This is an optimization exercise on Yosys and OpenROAD, whose aim is small area, not a production implementation.
Only simulation tests tie the RTL to the original design; equivalence was not proved.
Power and IR drop assume default switching activity.

quartz:
## branch_predictor
module branch_predictor (
  input  logic        clk,
  input  logic        rst_n,
  input  logic [31:0] IF_PC,
  output logic        predicted,
  output logic [31:0] predicted_target,
  input  logic        upd_valid,
  input  logic [31:0] upd_PC,
  input  logic        upd_taken,
  input  logic [31:0] upd_target,
  input  logic        upd_uncond,
  input  logic        upd_predicted,
  output logic        mispredict,
  output logic [15:0] mispredict_count
);
  localparam logic [2:0] S_INV = 3'b000, S_SN = 3'b001, S_WN = 3'b010,
                         S_WT  = 3'b100, S_ST = 3'b101, S_UNC = 3'b110;
  localparam int EW = 28;   
  logic [31:0][EW-1:0]  ent_q, ent_d;
  logic [31:0][31:0]    tgt_q, tgt_d;
  logic [15:0]          cnt_q;
  logic [4:0]           f_idx, u_idx;
  logic [24:0]          f_tag, u_tag, f_rtag, u_rtag;
  logic [31:0]          f_sel, u_sel, we_r, wt_r;
  logic [2:0]           u_st, st_d;
  logic                 f_p, u_hit, wr_en, we_t;
  logic                 unused_pc_lsbs;
  assign f_idx = IF_PC[6:2];
  assign f_tag = IF_PC[31:7];
  assign u_idx = upd_PC[6:2];
  assign u_tag = upd_PC[31:7];
  assign unused_pc_lsbs = ^{IF_PC[1:0], upd_PC[1:0]};
  assign f_sel = 32'd1 << f_idx;
  assign u_sel = 32'd1 << u_idx;
  logic [EW-1:0][31:0] ent_col;
  logic [31:0][31:0]   tgt_col;
  always_comb
    for (int i = 0; i < 32; i++) begin
      for (int b = 0; b < EW; b++) ent_col[b][i] = ent_q[i][b];
      for (int b = 0; b < 32; b++) tgt_col[b][i] = tgt_q[i][b];
    end
  bp_rd u_fp (.sel(f_sel), .d(ent_col[2]), .y(f_p));
  for (genvar b = 0; b < 3; b++) begin : g_ust
    bp_rd u_us (.sel(u_sel), .d(ent_col[b]), .y(u_st[b]));
  end
  for (genvar b = 0; b < 25; b++) begin : g_tag
    bp_rd u_ft (.sel(f_sel), .d(ent_col[b+3]), .y(f_rtag[b]));
    bp_rd u_ut (.sel(u_sel), .d(ent_col[b+3]), .y(u_rtag[b]));
  end
  for (genvar b = 0; b < 32; b++) begin : g_tgt
    bp_rd u_ftg (.sel(f_sel), .d(tgt_col[b]), .y(predicted_target[b]));
  end
  assign predicted = f_p && f_rtag == f_tag;
  always_comb begin
    u_hit = u_st != S_INV && u_rtag == u_tag;
    wr_en = upd_valid && (u_hit || upd_taken);
    we_t  = upd_valid && (upd_taken || (u_hit && upd_uncond));
    if (!u_hit)                             st_d = upd_uncond ? S_UNC : S_WT;
    else if (u_st == S_UNC)                 st_d = S_UNC;
  ...
For scale: ~5600 cells after synthesis, about 1900 flip-flops, ~150 I/O pins, ~0.069 mm2 of cells after synthesis.
export LEC_CHECK = 0
export CAP_MARGIN = 20
export CORE_MARGIN = 2
export CORE_UTILIZATION = 50
export GPL_TIMING_DRIVEN = 0
export SLEW_MARGIN = 20
export SYNTH_HIERARCHICAL = 1
create_clock -name core_clock -period 6.5 [get_ports {clk}]
standard.sh (not shown) runs the stock make flow with config.mk's settings and CLKGATE_MAP_FILE= SYNTH_SCRIPT=/design/flow/synth_recipe.tcl, a recipe that flattens the netlist after the stock synthesis.
==> flow/flow/run.sh <==
#!/bin/bash
set -e
PLATFORM_DONT_USE="sky130_fd_sc_hd__probe_p_8 sky130_fd_sc_hd__probec_p_8 sky130_fd_sc_hd__lpflow_bleeder_1 sky130_fd_sc_hd__lpflow_clkbufkapwr_1 sky130_fd_sc_hd__lpflow_clkbufkapwr_16 sky130_fd_sc_hd__lpflow_clkbufkapwr_2 sky130_fd_sc_hd__lpflow_clkbufkapwr_4 sky130_fd_sc_hd__lpflow_clkbufkapwr_8 sky130_fd_sc_hd__lpflow_clkinvkapwr_1 sky130_fd_sc_hd__lpflow_clkinvkapwr_16 sky130_fd_sc_hd__lpflow_clkinvkapwr_2 sky130_fd_sc_hd__lpflow_clkinvkapwr_4 sky130_fd_sc_hd__lpflow_clkinvkapwr_8 sky130_fd_sc_hd__lpflow_decapkapwr_12 sky130_fd_sc_hd__lpflow_decapkapwr_3 sky130_fd_sc_hd__lpflow_decapkapwr_4 sky130_fd_sc_hd__lpflow_decapkapwr_6 sky130_fd_sc_hd__lpflow_decapkapwr_8 sky130_fd_sc_hd__lpflow_inputiso0n_1 sky130_fd_sc_hd__lpflow_inputiso0p_1 sky130_fd_sc_hd__lpflow_inputiso1n_1 sky130_fd_sc_hd__lpflow_inputiso1p_1 sky130_fd_sc_hd__lpflow_inputisolatch_1 sky130_fd_sc_hd__lpflow_isobufsrc_1 sky130_fd_sc_hd__lpflow_isobufsrc_16 sky130_fd_sc_hd__lpflow_isobufsrc_2 sky130_fd_sc_hd__lpflow_isobufsrc_4 sky130_fd_sc_hd__lpflow_isobufsrc_8 sky130_fd_sc_hd__lpflow_isobufsrckapwr_16 sky130_fd_sc_hd__lpflow_lsbuf_lh_hl_isowell_tap_1 sky130_fd_sc_hd__lpflow_lsbuf_lh_hl_isowell_tap_2 sky130_fd_sc_hd__lpflow_lsbuf_lh_hl_isowell_tap_4 sky130_fd_sc_hd__lpflow_lsbuf_lh_isowell_4 sky130_fd_sc_hd__lpflow_lsbuf_lh_isowell_tap_1 sky130_fd_sc_hd__lpflow_lsbuf_lh_isowell_tap_2 sky130_fd_sc_hd__lpflow_lsbuf_lh_isowell_tap_4 "
EXTRA_DONT_USE="sky130_fd_sc_hd__buf_6 sky130_fd_sc_hd__buf_8 sky130_fd_sc_hd__buf_12 sky130_fd_sc_hd__buf_16 sky130_fd_sc_hd__bufbuf_8 sky130_fd_sc_hd__bufbuf_16"
bash standard.sh synth > run_synth.log 2>&1
export BUFFER_PORTS_ARGS="-buffer_cell sky130_fd_sc_hd__buf_2"
bash standard.sh "DONT_USE_CELLS=$PLATFORM_DONT_USE $EXTRA_DONT_USE" finish > run_layout.log 2>&1
No crash in quartz: every stage finished, but the layout fails its final checks due to negative setup slack.
#### Input delta (fjord over quartz)
Settings: an added CTS_CLUSTER_SIZE of 16; an added CTS_CLUSTER_DIAMETER of 60; an added SETUP_SLACK_MARGIN of 0.25; a change of SLEW_MARGIN from 20 to 15; an added CTS_BUF_LIST of sky130_fd_sc_hd__clkbuf_8; a change of CAP_MARGIN from 20 to 15.
==> flow/run.sh (new file) <==
#!/bin/bash
# synth_recipe.tcl (not shown) runs the flow's synth.tcl, then flattens the netlist and writes it again
# the make line also repeats each setting of config.mk as NAME=value (left out here)
make -C /OpenROAD-flow-scripts/flow DESIGN_CONFIG=/design/flow/config.mk WORK_HOME=/design/flow/orfs CLKGATE_MAP_FILE= SYNTH_SCRIPT=/design/flow/synth_recipe.tcl finish
removed: flow/flow/run.sh
removed: flow/standard.sh
fjord reached the final stage; the timing, DRC and antenna checks on its layout passed.
Compared with quartz, fjord shows post-cts resize count higher by 42.
Taking quartz as the reference, in fjord wire length shows no meaningful change, half-perimeter wire length after detailed placement shows an increase of 0.96%.
In the metrics for quartz and fjord, the one carrying the higher cell count is quartz.
> inputs changed (fjord -> violet)
==> flow/flow/run.sh (new file) <==
#!/bin/bash
set -e
PLATFORM_DONT_USE="sky130_fd_sc_hd__probe_p_8 sky130_fd_sc_hd__probec_p_8 sky130_fd_sc_hd__lpflow_bleeder_1 sky130_fd_sc_hd__lpflow_clkbufkapwr_1 sky130_fd_sc_hd__lpflow_clkbufkapwr_16 sky130_fd_sc_hd__lpflow_clkbufkapwr_2 sky130_fd_sc_hd__lpflow_clkbufkapwr_4 sky130_fd_sc_hd__lpflow_clkbufkapwr_8 sky130_fd_sc_hd__lpflow_clkinvkapwr_1 sky130_fd_sc_hd__lpflow_clkinvkapwr_16 sky130_fd_sc_hd__lpflow_clkinvkapwr_2 sky130_fd_sc_hd__lpflow_clkinvkapwr_4 sky130_fd_sc_hd__lpflow_clkinvkapwr_8 sky130_fd_sc_hd__lpflow_decapkapwr_12 sky130_fd_sc_hd__lpflow_decapkapwr_3 sky130_fd_sc_hd__lpflow_decapkapwr_4 sky130_fd_sc_hd__lpflow_decapkapwr_6 sky130_fd_sc_hd__lpflow_decapkapwr_8 sky130_fd_sc_hd__lpflow_inputiso0n_1 sky130_fd_sc_hd__lpflow_inputiso0p_1 sky130_fd_sc_hd__lpflow_inputiso1n_1 sky130_fd_sc_hd__lpflow_inputiso1p_1 sky130_fd_sc_hd__lpflow_inputisolatch_1 sky130_fd_sc_hd__lpflow_isobufsrc_1 sky130_fd_sc_hd__lpflow_isobufsrc_16 sky130_fd_sc_hd__lpflow_isobufsrc_2 sky130_fd_sc_hd__lpflow_isobufsrc_4 sky130_fd_sc_hd__lpflow_isobufsrc_8 sky130_fd_sc_hd__lpflow_isobufsrckapwr_16 sky130_fd_sc_hd__lpflow_lsbuf_lh_hl_isowell_tap_1 sky130_fd_sc_hd__lpflow_lsbuf_lh_hl_isowell_tap_2 sky130_fd_sc_hd__lpflow_lsbuf_lh_hl_isowell_tap_4 sky130_fd_sc_hd__lpflow_lsbuf_lh_isowell_4 sky130_fd_sc_hd__lpflow_lsbuf_lh_isowell_tap_1 sky130_fd_sc_hd__lpflow_lsbuf_lh_isowell_tap_2 sky130_fd_sc_hd__lpflow_lsbuf_lh_isowell_tap_4 "
EXTRA_DONT_USE="sky130_fd_sc_hd__buf_6 sky130_fd_sc_hd__buf_8 sky130_fd_sc_hd__buf_12 sky130_fd_sc_hd__buf_16 sky130_fd_sc_hd__bufbuf_8 sky130_fd_sc_hd__bufbuf_16"
bash standard.sh synth > run_synth.log 2>&1
export BUFFER_PORTS_ARGS="-buffer_cell sky130_fd_sc_hd__buf_2"
bash standard.sh "DONT_USE_CELLS=$PLATFORM_DONT_USE $EXTRA_DONT_USE" finish > run_layout.log 2>&1
==> flow/standard.sh (new file) <==
#!/bin/bash
# synth_recipe.tcl (not shown) runs the flow's synth.tcl, then flattens the netlist and writes it again
# the make line also repeats each setting of config.mk as NAME=value (left out here)
make -C /OpenROAD-flow-scripts/flow DESIGN_CONFIG=/design/flow/config.mk WORK_HOME=/design/flow/orfs CLKGATE_MAP_FILE= SYNTH_SCRIPT=/design/flow/synth_recipe.tcl "${@:-finish}"
removed: flow/run.sh
fjord and violet ended up with nearly the same internal power. Compared with fjord, violet has extra setup slack. First-pass GRT wire length was lower in the run labelled violet. Comparing fjord and violet, number of global-route vias before repair is lower on violet. Comparing the two runs side by side, violet comes out ahead of fjord on total power consumption of the routed design. Final-report hold violation count: fjord vs violet, no meaningful difference. Cell area | violet vs fjord | violet smaller.

static timing again, ports no longer ideal:
The results above use ideal ports. As a check the final layouts listed here were re-extracted and re-timed, cells and wires unchanged.
Step 1, drivers: a clkbuf_16 drives clk and a buf_2 each remaining input, both assumed.
Step 2 adds t to the input delays and takes it off the output delays; t is the mean of the earliest and latest rising clock arrival at the registers after step 1. Input paths then give back, and output paths get back, about the clock's delay inside the block.
Three values: ideal ports, drivers, drivers and shift; two values: the first two.
run | shift t [ns] | slack for setup (ns) | worst setup path at the end | cell pins on the clock port's net
quartz | 0.895 | -0.022 / -0.056 / -0.951 | input to register | 1
fjord | 0.999 | 0.202 / 0.168 / -0.831 | input to register | 1
violet | 1.016 | 0.239 / 0.187 / -0.829 | input to register | 1
With both steps, setup timing fails in fjord and violet, where it was met with ideal ports. For violet, which loses most, drivers alone change the setup slack by -0.052 ns; drivers and shift together by -1.068 ns.
